Background: an optimization exercise with open tools, aiming at small area, a short achievable clock period and few clock cycles. Do not read the settings as production practice. Power and IR drop assume default switching activity.

old:
==> flow/design.v <==
package polar_encoder_pkg;
    localparam int NSLOT = 256;
endpackage
import polar_encoder_pkg::*;
module polar_encoder
(
    input  logic       clk,
    input  logic       rst_n,
    input  logic       start,
    input  logic [9:0] N,
    input  logic [7:0] K,
    input  logic       in_valid,
    input  logic       in_bit,
    output logic       in_ready,
    output logic       out_valid,
    output logic       out_bit,
    input  logic       out_ready,
    output logic       busy,
    output logic       out_last
);
    logic       busy_q, in_ready_q, out_valid_q, out_bit_q, out_last_q;
    logic       busy_o;           
    logic       v_q, b_q;         
    logic       m512, m256;       
    logic       su_q;             
    logic       pha_q;            
    logic       init_q;           
    logic       par_q;            
    logic [3:0] k_q;
    logic [3:0] p_q;
    logic [8:0] t_q;              
    logic [9:0] c_q;              
    logic       lt_q;             
    logic [3:0] f_q;              
    logic [8:0] qj_q;             
    logic [NSLOT-1:0] slot_q;
    logic start_acc, hs_in, hs_out, out_go, last_tgt, k0;
    logic [8:0] nm1;
    assign start_acc = start & ~busy_q &
                       ((N == 10'd128) | (N == 10'd256) | (N == 10'd512));
    assign hs_in  = in_valid & in_ready_q;
    assign hs_out = out_valid_q & out_ready;
    assign nm1    = {m512, m512 | m256, 7'h7F};
    assign out_go = hs_in & last_tgt;
    assign busy      = busy_o;
    assign in_ready  = in_ready_q;
    assign out_valid = out_valid_q;
    assign out_bit   = out_bit_q;
    assign out_last  = out_last_q;
    logic [6:0] binom;
    always_comb begin
        case ({p_q, k_q})
            {4'd1, 4'd1}: binom = 7'd1;
            {4'd2, 4'd1}: binom = 7'd2;
            {4'd2, 4'd2}: binom = 7'd1;
            {4'd3, 4'd1}: binom = 7'd3;
            {4'd3, 4'd2}: binom = 7'd3;
            {4'd3, 4'd3}: binom = 7'd1;
            {4'd4, 4'd1}: binom = 7'd4;
            {4'd4, 4'd2}: binom = 7'd6;
            {4'd4, 4'd3}: binom = 7'd4;
            {4'd4, 4'd4}: binom = 7'd1;
            {4'd5, 4'd1}: binom = 7'd5;
            {4'd5, 4'd2}: binom = 7'd10;
            {4'd5, 4'd3}: binom = 7'd10;
            {4'd5, 4'd4}: binom = 7'd5;
            {4'd5, 4'd5}: binom = 7'd1;
            {4'd6, 4'd1}: binom = 7'd6;
            {4'd6, 4'd2}: binom = 7'd15;
            {4'd6, 4'd3}: binom = 7'd20;
            {4'd6, 4'd4}: binom = 7'd15;
            {4'd6, 4'd5}: binom = 7'd6;
            {4'd6, 4'd6}: binom = 7'd1;
            {4'd7, 4'd1}: binom = 7'd7;
            {4'd7, 4'd2}: binom = 7'd21;
            {4'd7, 4'd3}: binom = 7'd35;
            {4'd7, 4'd4}: binom = 7'd35;
            {4'd7, 4'd5}: binom = 7'd21;
            {4'd7, 4'd6}: binom = 7'd7;
            {4'd7, 4'd7}: binom = 7'd1;
            {4'd8, 4'd1}: binom = 7'd8;
            {4'd8, 4'd2}: binom = 7'd28;
            {4'd8, 4'd3}: binom = 7'd56;
            {4'd8, 4'd4}: binom = 7'd70;
            {4'd8, 4'd5}: binom = 7'd56;
            {4'd8, 4'd6}: binom = 7'd28;
            {4'd8, 4'd7}: binom = 7'd8;
            {4'd8, 4'd8}: binom = 7'd1;
            {4'd9, 4'd1}: binom = 7'd9;
            {4'd9, 4'd2}: binom = 7'd36;
            {4'd9, 4'd3}: binom = 7'd84;
            {4'd9, 4'd4}: binom = 7'd126;
            {4'd9, 4'd5}: binom = 7'd126;
            {4'd9, 4'd6}: binom = 7'd84;
            {4'd9, 4'd7}: binom = 7'd36;
            {4'd9, 4'd8}: binom = 7'd9;
            {4'd9, 4'd9}: binom = 7'd1;
            default:      binom = (k_q == 4'd0) ? 7'd1 : 7'd0;
        endcase
    end
    logic gt;
    assign gt = (qj_q[7:0] > {1'b0, binom});
    assign k0 = su_q & pha_q & (qj_q[7:0] == 8'd0);
    logic [9:0] y, c_next;
    logic [3:0] tz, need, fy, f_next;
    logic       lt_next;
    always_comb begin
        tz = 4'd10;
        for (int i = 9; i >= 0; i--) if (!c_q[i]) tz = 4'(i);
        need = (tz > f_q) ? (tz - f_q) : 4'd0;
        fy   = (f_q > tz) ? (f_q - tz + 4'd1) : 4'd1;
        y    = c_q + 10'd1;
        for (int i = 0; i < 10; i++) if (need > 4'(i)) y[i] = 1'b1;
        if (lt_q && (y >= {1'b0, t_q})) begin
            c_next  = {1'b0, t_q};
            f_next  = 4'd1;
            lt_next = 1'b0;
        end else begin
            c_next  = y;
            f_next  = fy;
            lt_next = lt_q;
        end
    end
    assign last_tgt = ((v_q | init_q) ? c_next : c_q) == {1'b0, nm1};
    logic [7:0]  wslot;
    logic [15:0] wr_hi, wr_lo;
    assign wslot = c_q[7:0] ^ {8{m512 & c_q[8]}};
    always_comb begin
        for (int q = 0; q < 16; q++) begin
            wr_hi[q] = (wslot[7:4] == 4'(q));
            wr_lo[q] = (wslot[3:0] == 4'(q)) & v_q & b_q;
        end
    end
    logic [15:0] sup_hi, sup_lo, a_hi, b_hi, b_lo;
    logic [15:0] row_a, row_b;
    logic xbit;
    always_comb begin
        for (int q = 0; q < 16; q++) begin
            sup_hi[q] = ((qj_q[7:4] & ~4'(q)) == 4'd0);
            sup_lo[q] = ((qj_q[3:0] & ~4'(q)) == 4'd0);
            b_hi[q]   = ((qj_q[7:4] & (m512 ? 4'(q) : ~4'(q))) == 4'd0);
            b_lo[q]   = ((qj_q[3:0] & (m512 ? 4'(q) : ~4'(q))) == 4'd0);
        end
        a_hi = sup_hi & {16{~qj_q[8]}};
        for (int h = 0; h < 16; h++) begin
            row_a[h] = 1'b0;
            row_b[h] = 1'b0;
            for (int l = 0; l < 16; l++) begin
                if ($countones(16 * h + l) >= 5)
                    row_a[h] = row_a[h] ^ (slot_q[16 * h + l] & sup_lo[l]);
                else
                    row_b[h] = row_b[h] ^ (slot_q[16 * h + l] & b_lo[l]);
            end
        end
        xbit = ^((row_a & a_hi) ^ (row_b & b_hi)) ^ (v_q & b_q);
    end
    always_ff @(posedge clk or negedge rst_n) begin
        if (!rst_n) begin
            busy_q      <= 1'b0;
            in_ready_q  <= 1'b0;
            out_valid_q <= 1'b0;
            busy_o      <= 1'b0;
            v_q         <= 1'b0;
            su_q        <= 1'b0;
            init_q      <= 1'b0;
        end else begin
            v_q <= hs_in;
            if (!busy_q) begin
                busy_q      <= start_acc;
                busy_o      <= start_acc;
                su_q        <= start_acc;
            end else begin
                init_q <= su_q & ~pha_q & (p_q == 4'd0);
                if (k0 | (su_q & ~pha_q & (p_q == 4'd0))) su_q <= 1'b0;
                if (su_q & ~pha_q & (p_q == 4'd0)) in_ready_q <= 1'b1;
                else if (in_valid & last_tgt)      in_ready_q <= 1'b0;
                if (out_go | k0) begin
                    out_valid_q <= 1'b1;
                end else if (hs_out && out_last_q) begin
                    out_valid_q <= 1'b0;
                    busy_q      <= 1'b0;
                    busy_o      <= 1'b0;
                end
            end
        end
    end
    always_ff @(posedge clk) begin
        b_q <= in_bit;
        if (!busy_q) begin
            m512  <= N[9];
            m256  <= N[8];
            qj_q  <= {1'b0, K};
            k_q   <= 4'd0;
            p_q   <= N[9] ? 4'd9 : N[8] ? 4'd8 : 4'd7;
            pha_q <= 1'b1;
            t_q   <= '0;
            c_q   <= 10'h3FF;
            lt_q  <= 1'b1;
            par_q <= 1'b0;
            out_bit_q  <= 1'b0;
            out_last_q <= 1'b0;
        end else begin
            if (su_q) begin
                if (pha_q) begin
                    if (gt) begin
                        qj_q <= qj_q - {2'b00, binom};
                        k_q  <= k_q + 4'd1;
                    end else begin
                        pha_q <= 1'b0;
                        f_q   <= k_q + {2'b00, ~m512 & ~m256, m256};
                        p_q   <= p_q - 4'd1;
                    end
                end else begin
                    t_q <= {t_q[7:0], ~gt};
                    p_q <= p_q - 4'd1;
                    if (gt) begin
                        qj_q <= qj_q - {2'b00, binom};
                        k_q  <= k_q - 4'd1;
                    end
                end
            end
            if (init_q || v_q) begin
                c_q  <= c_next;
                f_q  <= f_next;
                lt_q <= lt_next;
            end
            if (v_q) par_q <= par_q ^ b_q;
            if (out_go | k0) begin
                out_bit_q <= par_q ^ (v_q & b_q) ^ (in_bit & hs_in);
                qj_q      <= 9'd1;
            end
            if (hs_out) begin
                out_bit_q  <= xbit;
                out_last_q <= (qj_q == nm1);
                qj_q       <= qj_q + 9'd1;
            end
        end
    end
    always_ff @(posedge clk) begin
        for (int h = 0; h < 16; h++) begin
            for (int l = 0; l < 16; l++) begin
                slot_q[16 * h + l] <= (slot_q[16 * h + l] & busy_q) |
                                      (wr_hi[h] & wr_lo[l]);
            end
        end
    end
endmodule
make LEC_CHECK=0 CAP_MARGIN=20 CORE_MARGIN=2 CORE_UTILIZATION=55 CTS_BUF_LIST=sky130_fd_sc_hd__clkbuf_8 CTS_CLUSTER_DIAMETER=60 CTS_CLUSTER_SIZE=16 PLACE_DENSITY=0.65 SLEW_MARGIN=20 finish   # period 30.0 ns
run.sh (not shown) runs the stock make flow with config.mk's settings and CLKGATE_MAP_FILE= SYNTH_SCRIPT=/design/flow/synth_recipe.tcl, a recipe that flattens the netlist after the stock synthesis.
Here is what was changed in the inputs of new compared with old.
-- flow/design.v --
<<< old, line 20
);
    logic       busy_q, in_ready_q, out_valid_q, out_bit_q, out_last_q;
    logic       busy_o;           
    logic       v_q, b_q;         
    logic       m512, m256;       
>>> new, line 20
);
    logic       busy_q, in_ready_q, out_valid_q, out_bit_q, out_last_q;
    logic       busy_o, in_ready_o, out_valid_o, out_last_o;
    logic       v_q, b_q;         
    logic       m512, m256;       
<<< old, line 44
    assign out_go = hs_in & last_tgt;
    assign busy      = busy_o;
    assign in_ready  = in_ready_q;
    assign out_valid = out_valid_q;
    assign out_bit   = out_bit_q;
    assign out_last  = out_last_q;
    logic [6:0] binom;
    always_comb begin
>>> new, line 44
    assign out_go = hs_in & last_tgt;
    assign busy      = busy_o;
    assign in_ready  = in_ready_o;
    assign out_valid = out_valid_o;
    assign out_bit   = out_bit_q;
    assign out_last  = out_last_o;
    logic [6:0] binom;
    always_comb begin
<<< old, line 161
            out_valid_q <= 1'b0;
            busy_o      <= 1'b0;
            v_q         <= 1'b0;
            su_q        <= 1'b0;
>>> new, line 161
            out_valid_q <= 1'b0;
            busy_o      <= 1'b0;
            in_ready_o  <= 1'b0;
            out_valid_o <= 1'b0;
            v_q         <= 1'b0;
            su_q        <= 1'b0;
<<< old, line 170
                busy_o      <= start_acc;
                su_q        <= start_acc;
            end else begin
                init_q <= su_q & ~pha_q & (p_q == 4'd0);
                if (k0 | (su_q & ~pha_q & (p_q == 4'd0))) su_q <= 1'b0;
                if (su_q & ~pha_q & (p_q == 4'd0)) in_ready_q <= 1'b1;
                else if (in_valid & last_tgt)      in_ready_q <= 1'b0;
                if (out_go | k0) begin
                    out_valid_q <= 1'b1;
                end else if (hs_out && out_last_q) begin
                    out_valid_q <= 1'b0;
                    busy_q      <= 1'b0;
                    busy_o      <= 1'b0;
>>> new, line 172
                busy_o      <= start_acc;
                su_q        <= start_acc;
                in_ready_q  <= 1'b0;
                out_valid_q <= 1'b0;
            end else begin
                init_q <= su_q & ~pha_q & (p_q == 4'd0);
                if (k0 | (su_q & ~pha_q & (p_q == 4'd0))) su_q <= 1'b0;
                if (su_q & ~pha_q & (p_q == 4'd0)) begin
                    in_ready_q <= 1'b1;
                    in_ready_o <= 1'b1;
                end else if (in_valid & last_tgt) begin
                    in_ready_q <= 1'b0;
                    in_ready_o <= 1'b0;
                end
                if (out_go | k0) begin
                    out_valid_q <= 1'b1;
                    out_valid_o <= 1'b1;
                end else if (hs_out && out_last_q) begin
                    out_valid_q <= 1'b0;
                    out_valid_o <= 1'b0;
                    busy_q      <= 1'b0;
                    busy_o      <= 1'b0;
<<< old, line 226
            end
            if (v_q) par_q <= par_q ^ b_q;
            if (out_go | k0) begin
                out_bit_q <= par_q ^ (v_q & b_q) ^ (in_bit & hs_in);
                qj_q      <= 9'd1;
            end
            if (hs_out) begin
                out_bit_q  <= xbit;
                out_last_q <= (qj_q == nm1);
                qj_q       <= qj_q + 9'd1;
            end
>>> new, line 237
            end
            if (v_q) par_q <= par_q ^ b_q;
            if (init_q | k0) begin
                qj_q       <= 9'd1;
                out_last_o <= 1'b0;
            end
            if (out_go | k0) out_bit_q <= par_q ^ (v_q & b_q) ^ (in_bit & hs_in);
            if (hs_out) begin
                out_bit_q  <= xbit;
                out_last_q <= (qj_q == nm1);
                out_last_o <= (qj_q == nm1);
                qj_q       <= qj_q + 9'd1;
            end
## What came out
new: all stages complete, timing, DRC and antenna checks passed
new ends up with a reported net switching power that is 28% lower than in old.
In new, power drawn by the combinational cells is lower than in old.
Compared with old, in new synthesized area decreased about 0.7%, total power decreased 0.00016 W, buffering overhead increased 0.31 points, wire length per cell increased about 4.7%, die area decreased about 0.7%.
Compared with old, in new part of the cycle the worst path needs went down 0.32 points, smallest setup slack after layout went up 0.096 ns, global-route total usage across every layer held, power in sequential cells held.
Of the two values seen for commonest non-fill, non-tap cell in the layout, dfxtp_1 was produced by new and nand2_1 by old.
Diff new and old: final instance area lower in new
Against old, new comes in 127 lower on net total in the final layout.
The lower sequential cell count came out of old.
Function was not checked in any run of this note: the RTL went through the layout flow alone.

==> re-timing with driven ports <==
The results above use ideal ports. As a check the final layouts listed here were re-extracted and re-timed, cells and wires unchanged.
Step 1: set_driving_cell puts a clkbuf_16 on clk and a buf_2 on each other input, an assumption about the parent block.
Step 2 also shifts input and output timing later by t, the mid clock arrival at the registers, as if the neighbouring blocks saw the same clock.
Slacks: ideal ports / drivers / drivers and shift; pairs: ideal ports / drivers.
run | shift t [ns] | setup slack, ns | worst setup path at the end
old | 0.656 | 22.384 / 22.335 / 21.806 | input to register
new | 0.645 | 22.480 / 22.432 / 22.025 | input to register
After both steps every run listed still meets setup and hold. The setup slack of old, which loses most, moves by -0.049 ns with the drivers and by -0.578 ns with both steps.
